From an optimization exercise on the open Yosys and OpenROAD flow, aimed at small area, a short achievable clock period and few clock cycles per item; shortcuts taken in it are not production practice. The RTL was checked by simulation tests, not by an equivalence proof against the original design. Power is estimated from default activity; no workload was simulated.

== job 5151 ==
## dxt1_dxt5_block_decoder_core
module dxt1_dxt5_block_decoder_core #(
    parameter int MAX_DIMENSION = 4096
) (
    input  logic         i_clk,
    input  logic         i_rst_n,
    input  logic         i_cfg_valid,
    output logic         o_cfg_ready,
    input  logic [1:0]   i_cfg_index,
    input  logic [12:0]  i_cfg_data,
    input  logic         s_axis_tvalid,
    output logic         s_axis_tready,
    input  logic [127:0] s_axis_tdata,    
    output logic         m_axis_tvalid,
    input  logic         m_axis_tready,
    output logic [55:0]  m_axis_tdata,    
    output logic         m_axis_tlast,
    output logic [0:0]   m_axis_tuser     
);
Size: about 2,900 cells after synthesis, about 340 flip-flops, about 210 I/O pins, about 23,000 µm² of cells after synthesis.
==> flow/config.mk <==
export PLATFORM = sky130hd
export DESIGN_NAME = dxt1_dxt5_block_decoder_core
export DESIGN_NICKNAME = dxt1_dxt5_block_decoder_core
export VERILOG_FILES = /design/flow/design.v
export SDC_FILE = /design/flow/constraint.sdc
export NUM_CORES = 4
export LEC_CHECK = 0
export ABC_AREA = 1
export CAP_MARGIN = 20
export CORE_MARGIN = 2
export CORE_UTILIZATION = 40
export CTS_BUF_LIST = sky130_fd_sc_hd__clkbuf_4 sky130_fd_sc_hd__clkbuf_8
export SLEW_MARGIN = 20
export SETUP_SLACK_MARGIN = 5.5
export BUFFER_PORTS_ARGS = -buffer_cell sky130_fd_sc_hd__buf_1
==> flow/constraint.sdc <==
create_clock -name core_clock -period 9.0 [get_ports {i_clk}]
set_input_delay 1.8000 -clock core_clock [delete_from_list [all_inputs] [get_ports {i_clk}]]
set_output_delay 1.8000 -clock core_clock [all_outputs]
set_load 0.01 [all_outputs]
standard.sh (not shown) runs the stock make flow with config.mk's settings and CLKGATE_MAP_FILE= SYNTH_SCRIPT=/design/flow/synth_recipe.tcl, a recipe that flattens the netlist after the stock synthesis.
==> flow/flow/run.sh <==
#!/bin/bash
set -o pipefail
cat >> config.mk <<'CFG'
export SETUP_SLACK_MARGIN = 5.5
export BUFFER_PORTS_ARGS = -buffer_cell sky130_fd_sc_hd__buf_1
CFG
bash standard.sh > standard_run.log 2>&1
Per the final summary, job 5151 finished and its layout is clean on timing, DRC and antenna.
Testbench counts of job 5151, summed over its fixed seeds: cycles 17,440, items 16,384.
Modified inputs, job 8041 compared to job 5151
Settings: CTS_BUF_LIST: sky130_fd_sc_hd__clkbuf_4 sky130_fd_sc_hd__clkbuf_8 -> unset; SETUP_SLACK_MARGIN: 5.5 -> 6.
==> flow/flow/run.sh <==
#!/bin/bash
set -o pipefail
cat >> config.mk <<'CFG'
export SETUP_SLACK_MARGIN = 6
export BUFFER_PORTS_ARGS = -buffer_cell sky130_fd_sc_hd__buf_1
CFG
bash standard.sh > standard_run.log 2>&1
--- outcome ---
Diff job 5151 -> job 8041: worst hold slack shows an increase of 0.022 ns, worst setup margin shows no meaningful change, sequential share of layout area shows a reduction of 2.6 points.
--- input diff job 8041..job 3119 ---
Settings: SETUP_SLACK_MARGIN now 5.5, was 6.
==> flow/flow/run.sh <==
#!/bin/bash
set -o pipefail
cat >> config.mk <<'CFG'
export SETUP_SLACK_MARGIN = 5.5
export BUFFER_PORTS_ARGS = -buffer_cell sky130_fd_sc_hd__buf_1
CFG
bash standard.sh > standard_run.log 2>&1
Findings:
No stage failed in job 3119, and the final checks on the layout all came back clean.
r_rgba[30] as the capture point of the critical path was reported by job 8041, and r_rgba[31] by job 3119.
Changes observed in job 3119 relative to job 8041: proportion of total power due to net switching ~0 delta; transition time at the pin with the least slew margin moved down.
The area after detailed placement in job 3119 was lower than what job 8041 gave.

========
== build 26 ==
Another version of the RTL of dxt1_dxt5_block_decoder_core (not shown whole).
For scale: ~2900 cells after synthesis, roughly 350 flip-flops, about 210 I/O pins.
==> flow/config.mk <==
export PLATFORM = sky130hd
export DESIGN_NAME = dxt1_dxt5_block_decoder_core
export DESIGN_NICKNAME = dxt1_dxt5_block_decoder_core
export VERILOG_FILES = /design/flow/design.v
export SDC_FILE = /design/flow/constraint.sdc
export NUM_CORES = 4
export LEC_CHECK = 0
export ABC_AREA = 1
export CAP_MARGIN = 20
export CORE_MARGIN = 2
export CORE_UTILIZATION = 40
export CTS_CLUSTER_DIAMETER = 80
export CTS_CLUSTER_SIZE = 20
export SLEW_MARGIN = 20
export SETUP_SLACK_MARGIN = 5.7
export BUFFER_PORTS_ARGS = -buffer_cell sky130_fd_sc_hd__buf_1
==> flow/constraint.sdc <==
create_clock -name core_clock -period 9.0 [get_ports {i_clk}]
set_input_delay 1.8000 -clock core_clock [delete_from_list [all_inputs] [get_ports {i_clk}]]
set_output_delay 1.8000 -clock core_clock [all_outputs]
set_load 0.01 [all_outputs]
==> flow/flow/run.sh <==
#!/bin/bash
set -o pipefail
cat >> config.mk <<'CFG'
export SETUP_SLACK_MARGIN = 5.7
export BUFFER_PORTS_ARGS = -buffer_cell sky130_fd_sc_hd__buf_1
CFG
bash standard.sh > standard_run.log 2>&1
Testbench counts of build 26, summed over its fixed seeds: cycles 17,440, items 16,384.
Relative to build 26, the following input files were edited for build 33:
- SETUP_SLACK_MARGIN now 6, was 5.7
-- flow/flow/run.sh --
<<< build 26, line 4
export SETUP_SLACK_MARGIN = 5.7
>>> build 33, line 4
export SETUP_SLACK_MARGIN = 6
Findings:
Build 26 reports its library cell contributing the largest single delay on the critical path as ha_4 while build 33 reports fa_1. Between build 26 and build 33, the flow reports number of fill cells in the layout decreasing by a few percent. Against build 26, worst voltage drop across the vdd grid in build 33 rose slightly. Build 33 vs build 26: met1 usage in global routing up in build 33. Between build 33 and build 26, setup slack is lower for build 33, build 26 comes in above that. Build 33 reports its end point of the critical path as r_rgba[26] while build 26 reports r_bad[6]. Min part of the power in the clock network across build 33 and build 26: build 33.
Relative to build 33, the following input files were edited for build 74:
- a change of SETUP_SLACK_MARGIN from 6 to 5.8
-- flow/flow/run.sh --
<<< build 33, line 4
export SETUP_SLACK_MARGIN = 6
>>> build 74, line 4
export SETUP_SLACK_MARGIN = 5.8
## What came out
Between build 33 and build 74, the total global routing track utilization figures differ only marginally. Build 74 vs build 33, time the worst path needs with I/O delays and setup went down by 0.097 ns. Comparing build 33 and build 74, the lower worst setup skew after layout was measured on build 33. Cell count of the worst reg-to-reg path was lower in build 33 than in build 74.

## static timing again, ports no longer ideal
In the flow no input, the clock included, has a driving cell. The finished layouts below were timed again as built, in two steps.
Step 1 assumes that a clkbuf_16 drives the clock port and a buf_2 every other input.
Step 2 times the ports against the registers' clock, not the clock port: input delays grow and output delays shrink by t, the midpoint of the rising clock arrivals with the driver on.
Three values: ideal ports, drivers, drivers and shift; two values: the first two.
| run | shift t [ns] | setup WS [ns] | hold WS [ns] | worst setup path at the end | worst data-port slew with drivers (ns) |
|---|---|---|---|---|---|
| job 5151 | 0.728 | 5.438 / 5.438 / 4.937 | 0.475 / 0.475 / 0.475 | input to register | 0.10 |
| job 8041 | 0.628 | 5.435 / 5.435 / 5.175 | 0.497 / 0.497 / 0.497 | input to register | 0.10 |
| job 3119 | 0.637 | 5.393 / 5.393 / 5.058 | 0.474 / 0.474 / 0.474 | input to register | 0.09 |
| build 26 | 0.647 | 5.739 / 5.714 / 5.095 | 0.473 / 0.473 / 0.473 | input to register | 0.10 |
| build 33 | 0.633 | 5.723 / 5.723 / 5.321 | 0.477 / 0.477 / 0.477 | input to register | 0.10 |
| build 74 | 0.656 | 5.819 / 5.799 / 5.155 | 0.478 / 0.478 / 0.478 | input to register | 0.11 |
After both steps every run listed still meets setup and hold. The setup slack of build 74, which loses most, moves by -0.020 ns with the drivers and by -0.664 ns with both steps.
